Source: an optimization exercise on an open RTL-to-GDS flow (aim: small area, a short achievable clock period and few clock cycles per item). Production flows keep margins and buffers that such runs may drop.
Power figures rest on the tool's default switching activity, not on a simulated workload.

## output_eval_top
module output_eval_top (
	input logic clk,
	input logic reset,
	input logic wb_cyc_i,
	input logic wb_stb_i,
	input logic wb_we_i,
	input logic [99:0] wb_dat_i,
	output logic [58:0] wb_dat_o,
	output logic wb_ack_o
);
For scale: roughly 2,500 cells after synthesis, ~130 flip-flops, about 170 I/O pins, about 0.021 mm² of cells after synthesis.
clock: 7.5 ns
lec_check: 0
abc_area: 1
cap_margin: 20
core_margin: 2
core_utilization: 40
cts_buf_list: sky130_fd_sc_hd__clkbuf_4 sky130_fd_sc_hd__clkbuf_8
setup_slack_margin: 3.1
slew_margin: 20
standard.sh (not shown) runs the stock make flow with config.mk's settings and CLKGATE_MAP_FILE= SYNTH_SCRIPT=/design/flow/synth_recipe.tcl, a recipe that flattens the netlist after the stock synthesis.
==> flow/flow/run.sh <==
#!/bin/bash
set -euo pipefail
export BUFFER_PORTS_ARGS="-buffer_cell sky130_fd_sc_hd__buf_1"
bash standard.sh > standard.log 2>&1
Next try:
--- a/flow/design.v
+++ b/flow/design.v
@@ -489,87 +489,87 @@
 	assign lG2_5 = lG0_5 | (lP0_5 & lG1_3);
 	assign lP2_5 = lP0_5 & lP1_3;
 	assign lG2_6 = lG1_6 | (lP1_6 & lG1_3);
 	assign lP2_6 = lP1_6 & lP1_3;
 	assign lG2_7 = lG1_7 | (lP1_7 & lG1_3);
 	assign lP2_7 = lP1_7 & lP1_3;
 	assign lG3_8 = lg[8] | (lp[8] & lG2_7);
 	assign lP3_8 = lp[8] & lP2_7;
 	assign lcarry = lG3_8;
-	assign t_o[0] = ~s41;  
-	assign t_o[1] = ~k40;  
-	assign t_o[2] = ~s42;  
+	assign t_o[0] = s41;  
+	assign t_o[1] = k40;  
+	assign t_o[2] = s42;  
 	assign t_o[3] = k41;  
 	assign t_o[4] = s43;  
-	assign t_o[5] = ~k42;  
+	assign t_o[5] = k42;  
 	assign t_o[6] = s44;  
 	assign t_o[7] = k43;  
 	assign t_o[8] = s45;  
 	assign t_o[9] = k44;  
 	assign t_o[10] = s46;  
 	assign t_o[11] = k45;  
 	assign t_o[12] = s47;  
 	assign t_o[13] = k46;  
 	assign t_o[14] = s48;  
 	assign t_o[15] = k47;  
 	assign t_o[16] = s49;  
 	assign t_o[17] = k48;  
 	assign t_o[18] = s50;  
 	assign t_o[19] = k49;  
-	assign t_o[20] = ~s51;  
+	assign t_o[20] = s51;  
 	assign t_o[21] = k50;  
 	assign t_o[22] = s52;  
-	assign t_o[23] = ~k51;  
-	assign t_o[24] = ~s53;  
+	assign t_o[23] = k51;  
+	assign t_o[24] = s53;  
 	assign t_o[25] = k52;  
 	assign t_o[26] = s54;  
-	assign t_o[27] = ~k53;  
+	assign t_o[27] = k53;  
 	assign t_o[28] = ~pp5[12];  
-	assign t_o[29] = ~k54;  
+	assign t_o[29] = k54;  
 	assign t_o[30] = 1'b1;  
-	assign t_o[31] = ~lcarry;  
+	assign t_o[31] = lcarry;  
 endmodule
 module fxp_mul_round (
 	input logic [31:0] t_i,
 	output logic [11:0] p_o
 );
 	logic [15:0] ra, rb;  
 	logic [15:0] q;
-	assign ra[0] = ~t_i[0];
-	assign rb[0] = ~t_i[1];
-	assign ra[1] = ~t_i[2];
+	assign ra[0] = t_i[0];
+	assign rb[0] = t_i[1];
+	assign ra[1] = t_i[2];
 	assign rb[1] = t_i[3];
 	assign ra[2] = t_i[4];
-	assign rb[2] = ~t_i[5];
+	assign rb[2] = t_i[5];
 	assign ra[3] = t_i[6];
 	assign rb[3] = t_i[7];
 	assign ra[4] = t_i[8];
 	assign rb[4] = t_i[9];
 	assign ra[5] = t_i[10];
 	assign rb[5] = t_i[11];
 	assign ra[6] = t_i[12];
 	assign rb[6] = t_i[13];
 	assign ra[7] = t_i[14];
 	assign rb[7] = t_i[15];
 	assign ra[8] = t_i[16];
 	assign rb[8] = t_i[17];
 	assign ra[9] = t_i[18];
 	assign rb[9] = t_i[19];
-	assign ra[10] = ~t_i[20];
+	assign ra[10] = t_i[20];
 	assign rb[10] = t_i[21];
 	assign ra[11] = t_i[22];
-	assign rb[11] = ~t_i[23];
-	assign ra[12] = ~t_i[24];
+	assign rb[11] = t_i[23];
+	assign ra[12] = t_i[24];
 	assign rb[12] = t_i[25];
 	assign ra[13] = t_i[26];
-	assign rb[13] = ~t_i[27];
+	assign rb[13] = t_i[27];
 	assign ra[14] = t_i[28];
-	assign rb[14] = ~t_i[29];
+	assign rb[14] = t_i[29];
 	assign ra[15] = t_i[30];
 	assign rb[15] = 1'b0;
 	logic [16:0] qg, qp;  
 	logic qG0_1;
 	logic qP0_1;
 	logic qG0_3;
 	logic qP0_3;
 	logic qG0_5;
 	logic qP0_5;
@@ -627,19 +627,19 @@
 	logic qP3_12;
 	logic qG3_13;
 	logic qP3_13;
 	logic qG3_14;
 	logic qP3_14;
 	logic qG3_15;
 	logic qP3_15;
 	logic qG4_16;
 	logic qP4_16;
-	assign qg[0] = ~t_i[31];
+	assign qg[0] = t_i[31];
 	assign qp[0] = 1'b0;
 	assign qg[1] = ra[0] & rb[0];
 	assign qp[1] = ra[0] ^ rb[0];
 	assign qg[2] = ra[1] & rb[1];
 	assign qp[2] = ra[1] ^ rb[1];
 	assign qg[3] = ra[2] & rb[2];
 	assign qp[3] = ra[2] ^ rb[2];
 	assign qg[4] = ra[3] & rb[3];
 	assign qp[4] = ra[3] ^ rb[3];
After rerunning:
- cell area rose by 1.6%
- worst setup slack is worse by 0.033 ns
- worst hold slack stays flat
- wire length rose by about 0.8%
- count of clock-buffer cells in the layout rose by 1
- maximum frequency fell by 0.75%
- global-route usage fell by 0.12 points
- sequential power barely changes
- combinational power rose by about 1%
- register-to-register slack is better by 0.03 ns
- power rose by 2.2%
- die area rose by 0.96%
- cell count rose by 0.60%
Function was not checked in any run of this note: the RTL went through the layout flow alone.

---

lane 3:
output_eval_top, a different RTL version from the one above (not shown whole).
Size: roughly 2600 cells after synthesis, ~140 flip-flops, ~170 I/O pins.
export LEC_CHECK = 0
export ABC_AREA = 1
export CAP_MARGIN = 20
export CORE_MARGIN = 2
export CORE_UTILIZATION = 40
export CTS_BUF_LIST = sky130_fd_sc_hd__clkbuf_4 sky130_fd_sc_hd__clkbuf_8
export SETUP_SLACK_MARGIN = 3.0
export SLEW_MARGIN = 20
create_clock -name core_clock -period 7.5 [get_ports {clk}]
==> flow/flow/run.sh <==
#!/bin/bash
set -euo pipefail
export BUFFER_PORTS_ARGS="-buffer_cell sky130_fd_sc_hd__buf_2"
bash standard.sh > standard.log 2>&1
Lane 3 | stages: all done | timing, DRC, antenna: all pass
> inputs changed (lane 3 -> lane 4)
--- a/flow/design.v
+++ b/flow/design.v
@@ -140,15 +140,15 @@
 	logic lP2_5;
 	logic lG2_6;
 	logic lP2_6;
 	logic lG2_7;
 	logic lP2_7;
 	logic lG3_8;
 	logic lP3_8;
-	logic [8:0] lsum;  
+	logic lcarry;  
 	assign sat = y_i & a_i[11] & ~a_i[10] & ~a_i[9] & ~a_i[8];
 	assign dec[8] = a_i[8] ^ y_i;
 	assign dec[9] = a_i[9] ^ (y_i & ~a_i[8]);
 	assign dec[10] = a_i[10] ^ (y_i & ~a_i[8] & ~a_i[9]);
 	assign dec[11] = a_i[11] ^ (y_i & ~a_i[8] & ~a_i[9] & ~a_i[10]);
 	assign ap = {dec[11] | sat, dec[10:8] & {3{~sat}}, a_i[7:0]};
 	assign neg0 = d_i[1];
@@ -445,15 +445,15 @@
 	assign lP2_5 = lP0_5 & lP1_3;
 	assign lG2_6 = lG1_6 | (lP1_6 & lG1_3);
 	assign lP2_6 = lP1_6 & lP1_3;
 	assign lG2_7 = lG1_7 | (lP1_7 & lG1_3);
 	assign lP2_7 = lP1_7 & lP1_3;
 	assign lG3_8 = lg[8] | (lp[8] & lG2_7);
 	assign lP3_8 = lp[8] & lP2_7;
-	assign lsum[8] = lG3_8;
+	assign lcarry = lG3_8;
 	assign t_o[0] = s41;  
 	assign t_o[1] = k40;  
 	assign t_o[2] = s42;  
 	assign t_o[3] = k41;  
 	assign t_o[4] = s43;  
 	assign t_o[5] = k42;  
 	assign t_o[6] = s44;  
@@ -477,21 +477,22 @@
 	assign t_o[24] = s53;  
 	assign t_o[25] = k52;  
 	assign t_o[26] = s54;  
 	assign t_o[27] = k53;  
 	assign t_o[28] = ~pp5[12];  
 	assign t_o[29] = k54;  
 	assign t_o[30] = 1'b1;  
-	assign t_o[31] = lsum[8];  
+	assign t_o[31] = lcarry;  
 endmodule
 module fxp_mul_round (
 	input logic [31:0] t_i,
 	output logic [11:0] p_o
 );
-	logic [15:0] ra, rb, q;
+	logic [15:0] ra, rb;  
+	logic [15:0] q;
 	assign ra[0] = t_i[0];
 	assign rb[0] = t_i[1];
 	assign ra[1] = t_i[2];
 	assign rb[1] = t_i[3];
 	assign ra[2] = t_i[4];
 	assign rb[2] = t_i[5];
 	assign ra[3] = t_i[6];
@@ -699,15 +700,21 @@
 	assign q[9] = qp[10] ^ qG3_9;
 	assign q[10] = qp[11] ^ qG3_10;
 	assign q[11] = qp[12] ^ qG3_11;
 	assign q[12] = qp[13] ^ qG3_12;
 	assign q[13] = qp[14] ^ qG3_13;
 	assign q[14] = qp[15] ^ qG3_14;
 	assign q[15] = qp[16] ^ qG3_15;
-	assign p_o = (q[15:12] == 4'b0000) ? {~q[11], q[10:0]} :
+	logic hi_ok;  
+	logic in_range;  
+	assign hi_ok = ((ra[13] ^ rb[13]) == (ra[12] | rb[12])) &
+		((ra[14] ^ rb[14]) == (ra[13] | rb[13])) &
+		((ra[15] ^ rb[15]) == (ra[14] | rb[14]));
+	assign in_range = hi_ok & (qG3_12 == (ra[12] ^ rb[12]));
+	assign p_o = in_range ? {~q[11], q[10:0]} :
 		(q[15] ? 12'h800 : 12'h7ff);
 endmodule
 `timescale 1ns/1ps
 module output_eval_top (
 	input logic clk,
 	input logic reset,
 	input logic wb_cyc_i,
[summary]
Relative to lane 3, share of the final layout cell area in sequential cells has gone up in lane 4. Going from lane 3 to lane 4, fmax went up 1.2 MHz, diode insertion count for antenna repair decreased 4. NOTE first-pass GRT wire length lane 3->lane 4 decreased by a few percent. Worst-case setup margin in the final layout, lane 4 and lane 3: smaller value in lane 3.
No run of this note included a check of the RTL's function; only the layout flow was run.

==> static timing again, ports no longer ideal <==
No port has a modelled driver above. Below, the same layouts with a new extraction and two added sets of constraints. Step 1 (the two cells are an assumption about what drives the block):
set clk [get_ports {clk}]
set_driving_cell -lib_cell sky130_fd_sc_hd__clkbuf_16 $clk
set_driving_cell -lib_cell sky130_fd_sc_hd__buf_2 [delete_from_list [all_inputs] $clk]
Step 2, shift: input delay + t, output delay - t, t = (earliest + latest rising clock arrival at the registers) / 2. This alone moves slack from input paths to output paths. a / b / c = ideal ports / drivers / drivers and shift; a / b = the first two.
| run | shift t [ns] | slack for setup (ns) | worst setup path after step 2 | worst slew at a driven data input, ns | pins driven straight from the clock port |
|---|---|---|---|---|---|
| the first run of note 1 | 0.607 | 3.184 / 3.170 / 2.571 | input to register | 0.11 | 1 |
| the second run of note 1 | 0.602 | 3.151 / 3.174 / 2.579 | input to register | 0.11 | 1 |
| lane 3 | 0.601 | 3.062 / 3.075 / 2.474 | input to register | 0.10 | 1 |
| lane 4 | 0.603 | 3.086 / 3.095 / 2.491 | input to register | 0.09 | 1 |
After both steps setup and hold are still met in every run listed. For the first run of note 1, which loses most, drivers alone change the setup slack by -0.014 ns; drivers and shift together by -0.613 ns.
